Source: an optimization exercise on an open RTL-to-GDS flow (aim: small area, a short achievable clock period and few clock cycles per item). Production flows keep margins and buffers that such runs may drop.
Only simulation tests tie the RTL to the original design; equivalence was not proved.
Power is estimated from default activity; no workload was simulated.

### run.sh
#!/bin/bash
# synth_recipe.tcl (not shown) runs the flow's synth.tcl, then flattens the netlist and writes it again
# the make line also repeats each setting of config.mk as NAME=value (left out here)
make -C /OpenROAD-flow-scripts/flow DESIGN_CONFIG=/design/flow/config.mk WORK_HOME=/design/flow/orfs CLKGATE_MAP_FILE= SYNTH_SCRIPT=/design/flow/synth_recipe.tcl finish
### config.mk
export PLATFORM = sky130hd
export DESIGN_NAME = priority_deque_with_wait_tracking
export DESIGN_NICKNAME = priority_deque_with_wait_tracking
export VERILOG_FILES = /design/flow/design.v
export SDC_FILE = /design/flow/constraint.sdc
export NUM_CORES = 4
export LEC_CHECK = 0
export CAP_MARGIN = 20
export CORE_MARGIN = 2
export CORE_UTILIZATION = 40
export SLEW_MARGIN = 20
### constraint.sdc
create_clock -name core_clock -period 8.0 [get_ports {clk}]
set_input_delay 1.6000 -clock core_clock [delete_from_list [all_inputs] [get_ports {clk}]]
set_output_delay 1.6000 -clock core_clock [all_outputs]
set_load 0.01 [all_outputs]
### design.v
`timescale 1ns / 1ps
`default_nettype none
package pdq_pkg;
  localparam int NUM_QUEUES  = 4;
  localparam int QUEUE_DEPTH = 16;
  localparam int MODE_W = 2;
  localparam int QSEL_W = 2;
  localparam int KEY_W  = 16;
  localparam int TIME_W = 32;
  localparam int STAT_W = 2;
  localparam int OCC_W  = 5;
  localparam int QIDX_W = (NUM_QUEUES > 1) ? $clog2(NUM_QUEUES) : 1;
  localparam int PTR_W  = $clog2(QUEUE_DEPTH);
  localparam int CNT_W  = $clog2(QUEUE_DEPTH + 1);
  localparam int MEM_DEPTH = NUM_QUEUES * QUEUE_DEPTH;
  localparam int ADDR_W = $clog2(MEM_DEPTH);
  localparam logic [MODE_W-1:0] MODE_TAIL = 2'd0;
  localparam logic [MODE_W-1:0] MODE_HEAD = 2'd1;
  localparam logic [MODE_W-1:0] MODE_POP  = 2'd2;
  localparam logic [STAT_W-1:0] STATUS_DONE  = 2'd0;
  localparam logic [STAT_W-1:0] STATUS_FULL  = 2'd1;
  localparam logic [STAT_W-1:0] STATUS_EMPTY = 2'd2;
  typedef logic [QIDX_W-1:0] qidx_t;
  typedef logic [PTR_W-1:0]  ptr_t;
  typedef logic [CNT_W-1:0]  cnt_t;
  typedef logic [ADDR_W-1:0] addr_t;
  localparam logic [PTR_W-1:0] PTR_LAST = PTR_W'(QUEUE_DEPTH - 1);
  localparam logic [CNT_W-1:0] CNT_FULL = CNT_W'(QUEUE_DEPTH);
  typedef struct packed {
    logic [KEY_W-1:0]  key;
    logic [TIME_W-1:0] stamp;
  } entry_t;
  localparam int ENTRY_W = KEY_W + TIME_W;
  typedef struct packed {
    logic load;    
    logic exec;    
  } ctl_cmd_t;
  typedef struct packed {
    logic out_valid;
  } dp_stat_t;
  function automatic qidx_t q_map(input logic [QSEL_W-1:0] sel);
    q_map = sel[QIDX_W-1:0];
  endfunction
  function automatic ptr_t ring_next(input ptr_t p);
    ring_next = (p == PTR_LAST) ? '0 : p + 1'b1;
  endfunction
  function automatic ptr_t ring_prev(input ptr_t p);
    ring_prev = (p == '0) ? PTR_LAST : p - 1'b1;
  endfunction
  function automatic addr_t entry_addr(input qidx_t q, input ptr_t slot);
    entry_addr = {q, slot};
  endfunction
endpackage
`default_nettype wire
`timescale 1ns / 1ps
`default_nettype none
module pdq_ram #(
  parameter int WIDTH = 48,
  parameter int DEPTH = 64
) (
  input  wire logic                     clk,
  input  wire logic                     we,
  input  wire logic [$clog2(DEPTH)-1:0] waddr,
  input  wire logic [WIDTH-1:0]         wdata,
  input  wire logic                     re,
  input  wire logic [$clog2(DEPTH)-1:0] raddr,
  output logic      [WIDTH-1:0]         rdata
);
  logic [WIDTH-1:0] mem [DEPTH];
  always_ff @(posedge clk) begin
    if (we) begin
      mem[waddr] <= wdata;
    end
  end
  always_ff @(posedge clk) begin
    if (re) begin
      rdata <= mem[raddr];
    end
  end
endmodule
`default_nettype wire
`timescale 1ns / 1ps
`default_nettype none
module pdq_ctrl
(
  input  wire logic     clk,
  input  wire logic     rst,
  input  wire logic     in_valid,
  output logic          in_ready,
  input  wire logic     out_ready,
  input  pdq_pkg::dp_stat_t stat,
  output pdq_pkg::ctl_cmd_t cmd
);
  localparam logic ST_IDLE = 1'b0;
  localparam logic ST_EXEC = 1'b1;
  logic state;
  logic state_next;
  assign in_ready = (state == ST_IDLE);
  always_comb begin
    state_next = state;
    cmd        = '0;
    unique case (state)
      ST_IDLE: begin
        if (in_valid) begin
          cmd.load   = 1'b1;
          state_next = ST_EXEC;
        end
      end
      ST_EXEC: begin
        if (!stat.out_valid || out_ready) begin
          cmd.exec   = 1'b1;
          state_next = ST_IDLE;
        end
      end
      default: state_next = ST_IDLE;
    endcase
  end
  always_ff @(posedge clk) begin
    if (rst) begin
      state <= ST_IDLE;
    end else begin
      state <= state_next;
    end
  end
endmodule
`default_nettype wire
`timescale 1ns / 1ps
`default_nettype none
module pdq_dp
(
  input  wire logic              clk,
  input  wire logic              rst,
  input  pdq_pkg::ctl_cmd_t cmd,
  output pdq_pkg::dp_stat_t stat,
  input  wire logic [pdq_pkg::MODE_W-1:0] mode,
  input  wire logic [pdq_pkg::QSEL_W-1:0] queue_select,
  input  wire logic [pdq_pkg::KEY_W-1:0]  user_key,
  input  wire logic [pdq_pkg::TIME_W-1:0] current_time,
  input  wire logic              out_ready,
  output logic                   out_valid,
  output logic [pdq_pkg::STAT_W-1:0]      status,
  output logic [pdq_pkg::KEY_W-1:0]       removed_key,
  output logic [pdq_pkg::TIME_W-1:0]      removed_wait,
  output logic [pdq_pkg::TIME_W-1:0]      max_wait,
  output logic [pdq_pkg::OCC_W-1:0]       occupancy
);
  pdq_pkg::ptr_t              head [pdq_pkg::NUM_QUEUES];
  pdq_pkg::ptr_t              tail [pdq_pkg::NUM_QUEUES];
  pdq_pkg::cnt_t              count [pdq_pkg::NUM_QUEUES];
  logic [pdq_pkg::TIME_W-1:0] longest [pdq_pkg::NUM_QUEUES];
  logic [pdq_pkg::MODE_W-1:0] req_mode;
  pdq_pkg::qidx_t             req_q;
  logic [pdq_pkg::KEY_W-1:0]  req_key;
  logic [pdq_pkg::TIME_W-1:0] req_time;
  pdq_pkg::qidx_t  in_q;
  pdq_pkg::addr_t  rd_addr;
  pdq_pkg::entry_t rd_entry;
  logic   wr_en;
  pdq_pkg::addr_t  wr_addr;
  pdq_pkg::entry_t wr_entry;
  pdq_pkg::ptr_t              head_next;
  pdq_pkg::ptr_t              tail_next;
  pdq_pkg::cnt_t              count_next;
  logic [pdq_pkg::TIME_W-1:0] longest_next;
  pdq_pkg::ptr_t              slot;
  logic [pdq_pkg::TIME_W-1:0] wait_val;
  logic [pdq_pkg::STAT_W-1:0] res_status;
  logic [pdq_pkg::KEY_W-1:0]  res_key;
  logic [pdq_pkg::TIME_W-1:0] res_wait;
  assign in_q    = pdq_pkg::q_map(queue_select);
  assign rd_addr = pdq_pkg::entry_addr(in_q, head[in_q]);
  always_ff @(posedge clk) begin
    if (cmd.load) begin
      req_mode <= mode;
      req_q    <= in_q;
      req_key  <= user_key;
      req_time <= current_time;
    end
  end
  pdq_ram #(
    .WIDTH (pdq_pkg::ENTRY_W),
    .DEPTH (pdq_pkg::MEM_DEPTH)
  ) u_ram (
    .clk   (clk),
    .we    (wr_en),
    .waddr (wr_addr),
    .wdata (wr_entry),
    .re    (cmd.load),
    .raddr (rd_addr),
    .rdata (rd_entry)
  );
  assign wait_val = req_time - rd_entry.stamp;
  always_comb begin
    head_next    = head[req_q];
    tail_next    = tail[req_q];
    count_next   = count[req_q];
    longest_next = longest[req_q];
    slot         = tail[req_q];
    wr_en        = 1'b0;
    res_status   = pdq_pkg::STATUS_DONE;
    res_key      = '0;
    res_wait     = '0;
    priority if (req_mode == pdq_pkg::MODE_TAIL || req_mode == pdq_pkg::MODE_HEAD) begin
      if (count[req_q] >= pdq_pkg::CNT_FULL) begin
        res_status = pdq_pkg::STATUS_FULL;
      end else begin
        if (req_mode == pdq_pkg::MODE_TAIL) begin
          slot      = tail[req_q];
          tail_next = pdq_pkg::ring_next(tail[req_q]);
        end else begin
          slot      = pdq_pkg::ring_prev(head[req_q]);
          head_next = slot;
        end
        wr_en      = cmd.exec;
        count_next = count[req_q] + 1'b1;
      end
    end else if (req_mode == pdq_pkg::MODE_POP) begin
      if (count[req_q] == '0) begin
        res_status = pdq_pkg::STATUS_EMPTY;
      end else begin
        res_key    = rd_entry.key;
        res_wait   = wait_val;
        if (wait_val > longest[req_q]) longest_next = wait_val;
        head_next  = pdq_pkg::ring_next(head[req_q]);
        count_next = count[req_q] - 1'b1;
      end
    end else begin
      res_status = pdq_pkg::STATUS_DONE;
    end
  end
  assign wr_addr        = pdq_pkg::entry_addr(req_q, slot);
  assign wr_entry.key   = req_key;
  assign wr_entry.stamp = req_time;
  always_ff @(posedge clk) begin
    if (rst) begin
      for (int i = 0; i < pdq_pkg::NUM_QUEUES; i++) begin
        head[i]    <= '0;
        tail[i]    <= '0;
        count[i]   <= '0;
        longest[i] <= '0;
      end
    end else if (cmd.exec) begin
      head[req_q]    <= head_next;
      tail[req_q]    <= tail_next;
      count[req_q]   <= count_next;
      longest[req_q] <= longest_next;
    end
  end
  always_ff @(posedge clk) begin
    if (rst) begin
      out_valid <= 1'b0;
    end else if (cmd.exec) begin
      out_valid <= 1'b1;
    end else if (out_ready) begin
      out_valid <= 1'b0;
    end
  end
  always_ff @(posedge clk) begin
    if (cmd.exec) begin
      status       <= res_status;
      removed_key  <= res_key;
      removed_wait <= res_wait;
      max_wait     <= longest_next;
      occupancy    <= count_next;
    end
  end
  assign stat.out_valid = out_valid;
endmodule
`default_nettype wire
`timescale 1ns / 1ps
`default_nettype none
module priority_deque_with_wait_tracking
(
  input  wire logic              clk,
  input  wire logic              rst,
  input  wire logic              in_valid,
  output logic                   in_ready,
  input  wire logic [pdq_pkg::MODE_W-1:0] mode,
  input  wire logic [pdq_pkg::QSEL_W-1:0] queue_select,
  input  wire logic [pdq_pkg::KEY_W-1:0]  user_key,
  input  wire logic [pdq_pkg::TIME_W-1:0] current_time,
  output logic                   out_valid,
  input  wire logic              out_ready,
  output logic [pdq_pkg::STAT_W-1:0]      status,
  output logic [pdq_pkg::KEY_W-1:0]       removed_key,
  output logic [pdq_pkg::TIME_W-1:0]      removed_wait,
  output logic [pdq_pkg::TIME_W-1:0]      max_wait,
  output logic [pdq_pkg::OCC_W-1:0]       occupancy
);
  pdq_pkg::ctl_cmd_t cmd;
  pdq_pkg::dp_stat_t stat;
  pdq_ctrl u_ctrl (
    .clk       (clk),
    .rst       (rst),
    .in_valid  (in_valid),
    .in_ready  (in_ready),
    .out_ready (out_ready),
    .stat      (stat),
    .cmd       (cmd)
  );
  pdq_dp u_dp (
    .clk          (clk),
    .rst          (rst),
    .cmd          (cmd),
    .stat         (stat),
    .mode         (mode),
    .queue_select (queue_select),
    .user_key     (user_key),
    .current_time (current_time),
    .out_ready    (out_ready),
    .out_valid    (out_valid),
    .status       (status),
    .removed_key  (removed_key),
    .removed_wait (removed_wait),
    .max_wait     (max_wait),
    .occupancy    (occupancy)
  );
endmodule
`default_nettype wire
==> summary.txt <==
Root Buffer clkbuf_16; max cap viols 0; Worst EP arrival 7150 ps; Critical Path Start Type register; Fin Clk Skew 72.79 ps; Static Leak 50.54 nW; Buffers on Ports 144; main combinational cell family by area after synthesis multiplexers; design area 0.1554 sq mm; CP bufs+invs 3; Synth cell types 66; EDFF count, synth 3439; CTS tree built; post-synthesis xor/xnor area fraction 0.1746%; Synth Area in Simple Gates 5.272%; via count 73300; worst setup margin 1486 ps; Initial DRC Count 10960; Antenna Violating Nets Remaining 0; Worst Path Required 8640 ps; GP Congestion 0.8706; Max Slew Vio Count 0; Slew @ Worst Pin 1340 ps; CP max stage delay 880 ps; fraction of registers with async set/reset 0%; Layout area overhead 14.75%; Routed WL 398000 microns; Clock Path Buffers 4; post-CTS setup buffers 0; Worst Reg-to-Reg Cells 20; # clock sinks 3443; hold endpoint u_dp.removed_key[8]; fin nets 7765; fillers 28240; Post-DP Area 0.1441 sq mm; Final Hold Fails 0; maximum vdd drop 0.0001704 V; Synth Area in Compound Gates 2.926%; hold depth 1; delay-heaviest family, CP simple AND/OR/NAND/NOR gates; Initial Util 40.21%; grt total ovfl 0; CP max-delay cell a311oi_1; CORE AREA 0.3369 sq mm; Achievable Freq 153.5 MHz; Tmin final 6514 ps; FF+latch count, synth 3443; r2r setup slk 1490 ps; die area 0.3433 sq mm; Worst Hold Class register to register; Setup TNS 0 ps; vias in the first global route 71200; Post-Synth Adder-Cell Area 0.6613%; crit path max fanout 22; Synth Flop Type edfxtp_1; CTS Buf Count 358; Post-Synthesis Cells 7277; status no timing/DRC/antenna violations; Synth Warn # 3; list of most frequent post-synthesis cells edfxtp_1 (3439), nand2_1 (822), mux4_2 (620), mux2i_1 (322), nor2_1 (293); Worst setup EP type register; most frequent cell after synthesis edfxtp_1; FF-to-FF End u_dp.longest[3][18]; Multi-input gate area 0.03031 sq mm; RSZ-0062 raised after global routing no; FF-to-FF Start u_dp.u_ram.rdata[21]; P per Cell Area 257.9 mW/mm^2; clk slew on worst S/H paths 60 ps; CTS H-tree depth 5; post-route total power 0.04008 W; critical path class register to register; largest net degree at the start of global routing 105; min-delay src u_dp.u_ram.rdata[40]; Tot GR Track Use 22.84%; cell taking the most area after synthesis edfxtp_1; IO Count 145; Mapped Nets 7404; Post-Syn Area 0.1355 sq mm; first-pass GRT wire length 553900 microns; Yosys top cell area share 76.23%; die height 586.0 microns; share of layout cells above drive strength 1 18.77%; final setup fails 0; die width 586.0 microns; post-synthesis sequential area ratio 76.29%; Via density 5.887; CP Cell Sequence inv_1 -> ha_1 -> and3_1 -> nand4_1 -> nor2_1 -> o21ai_0 -> nand3_1 -> nor4b_1 -> a311oi_1 -> inv_1 -> ha_1 -> nand4_1 -> or2_2 -> nor2_1 -> nand3_1 -> nand2_1 -> a21o_2 -> buf_4 -> mux2i_1 -> nor2_1; hpwl dp 220400 microns; # rows 213; syn avg cell area 18.62 sq um; first-pass iteration count of the detailed router 6; Clock Latency Late Sink 940 ps; top cells by area, synth edfxtp_1 (76%), mux4_2 (10%), mux2i_1 (2.4%); wire length per cell 31.96 microns; initial antenna violation count 20; drt drc 0; Slew HR 10.69%; CP dominant cell by count nor2_1; hold_buf cts 0; post-cts sizing count 0; post-synthesis mux area share 12.85%; register area 0.1034 sq mm; pre-CTS WS 1679 ps; Final period util 81.42%
## how the worst max path moves through the flow
stage | from | end | slack [ps] | depth (start not counted)
2_1_floorplan | in_valid | register | 1160 | 2
3_3_place_gp | queue_select[0] | u_dp.u_ram.rdata[21] | 1620 | 9
3_5_place_dp | queue_select[0] | u_dp.u_ram.rdata[25] | 1680 | 8
4_1_cts | u_dp.u_ram.rdata[21] | u_dp.longest[1][17] | 1710 | 19
5_1_grt | u_dp.u_ram.rdata[21] | u_dp.longest[0][18] | 1290 | 19
6_report | u_dp.u_ram.rdata[21] | u_dp.longest[3][18] | 1490 | 20
## registers in the layout (all words and copies together) (netlist names), named ones only
register	flops
u_dp.out_valid	1
u_dp.req_time	32
u_dp.removed_wait	32
u_dp.req_q	2
u_dp.head	16
u_dp.max_wait	32
u_dp.req_key	16
u_dp.u_ram.mem	3072
u_dp.longest	128
u_dp.status	2
u_dp.removed_key	16
u_dp.count	20
u_dp.u_ram.rdata	48
u_ctrl.state	1
u_dp.tail	16
u_dp.occupancy	5
u_dp.req_mode	2
## kinds of logic after synthesis
family / after synthesis
adder cells (fa/ha/maj): 71
multiplexers: 959
AO/OA/AOI/OAI: 616
XOR/XNOR: 27
flip-flops: 3443
AND/OR/NAND/NOR: 1626
buffers and inverters: 535
## metrics by stage
step                cells  utilization, %  hold slack, ps
CTS                 12440           46.13           543.4
global placement    11790           42.74           511.1
detailed placement  11790           42.78           529.5
floorplan            7277               -           478.1
finish              12450           46.14           537.9
global route        12440           46.14           563.8
## cell type report
type | instances | area share [%]
clock buffer | 440 | 6.043
sequential | 3443 | 66.49
antenna | 10 | 0.01610
multi-input combinational | 3299 | 19.50
tap | 4515 | 3.634
timing repair buffer | 408 | 2.777
clock inverter | 208 | 1.231
inverter | 128 | 0.3107
## worst reg2reg max path, stage by stage (launching register included)
cell and delay (ps):
edfxtp_1 700, inv_1 140, ha_1 600, and3_1 380
nand4_1 150, nor2_1 210, o21ai_0 140, nand3_1 140
nor4b_1 70, a311oi_1 880, inv_1 120, ha_1 350
nand4_1 100, or2_2 320, nor2_1 160, nand3_1 100
nand2_1 120, a21o_2 550, buf_4 430, mux2i_1 460
nor2_1 110
## layer usage
layer  part of all wire, %  up-vias  global-route usage (%)
li1                      -    29790                       -
met1                    41    38780                   32.93
met2                    46     4100                   35.37
met3                    10      629                   4.382
met4                   3.0       10                   6.645
met5                 0.017        -                       0
## cell usage in the layout (no fill, tap or decap), drive strengths merged, types with 18 or more instances in the layout
cell type	netlist	final
nand3	220	220
buf	189	265
a211o	48	48
nor2b	18	18
mux4	621	621
a22oi	48	48
mux2i	324	324
nor2	293	293
clkinv	0	166
a21oi	150	150
nor4	55	55
and2	43	43
ha	70	70
clkdlybuf4s50	0	143
clkbuf	218	440
inv	128	137
bufinv	0	24
o22ai	146	146
o21ai	37	37
a31oi	100	100
nand2	822	822
and3	101	101
edfxtp	3439	3439
## where the power goes
part,total [W],internal [W],switching (W)
Clock,0.0162,0.00916,0.00702
Combinational,0.00368,0.00135,0.00233
Sequential,0.0202,0.0201,0.000113
Total,0.0401,0.0306,0.00946
Testbench counts, summed over its fixed seeds: cycles 32,008, items 16,000.

[re-timing with driven ports]
The results above use ideal ports. As a check the final layout listed here was re-extracted and re-timed, cells and wires unchanged. Step 1 (the two cells are an assumption about what drives the block):
set clk [get_ports {clk}]
set_driving_cell -lib_cell sky130_fd_sc_hd__clkbuf_16 $clk
set_driving_cell -lib_cell sky130_fd_sc_hd__buf_2 [delete_from_list [all_inputs] $clk]
Step 2 times the ports against the registers' clock, not the clock port: input delays grow and output delays shrink by t, the midpoint of the rising clock arrivals with the driver on. a / b / c = ideal / step 1 / step 2; a / b = the first two.
t, ns: 1.004
setup WS [ns]: 1.486 / 1.486 / 1.486
latest minus earliest clock arrival (ns): 0.074 / 0.073
worst register clock-pin slew, ns: 0.07 / 0.07
cell pins on the clock port's net: 1
After both steps this run still meets setup and hold. The setup slack of this run moves by 0.000 ns with the drivers and by 0.000 ns with both steps.
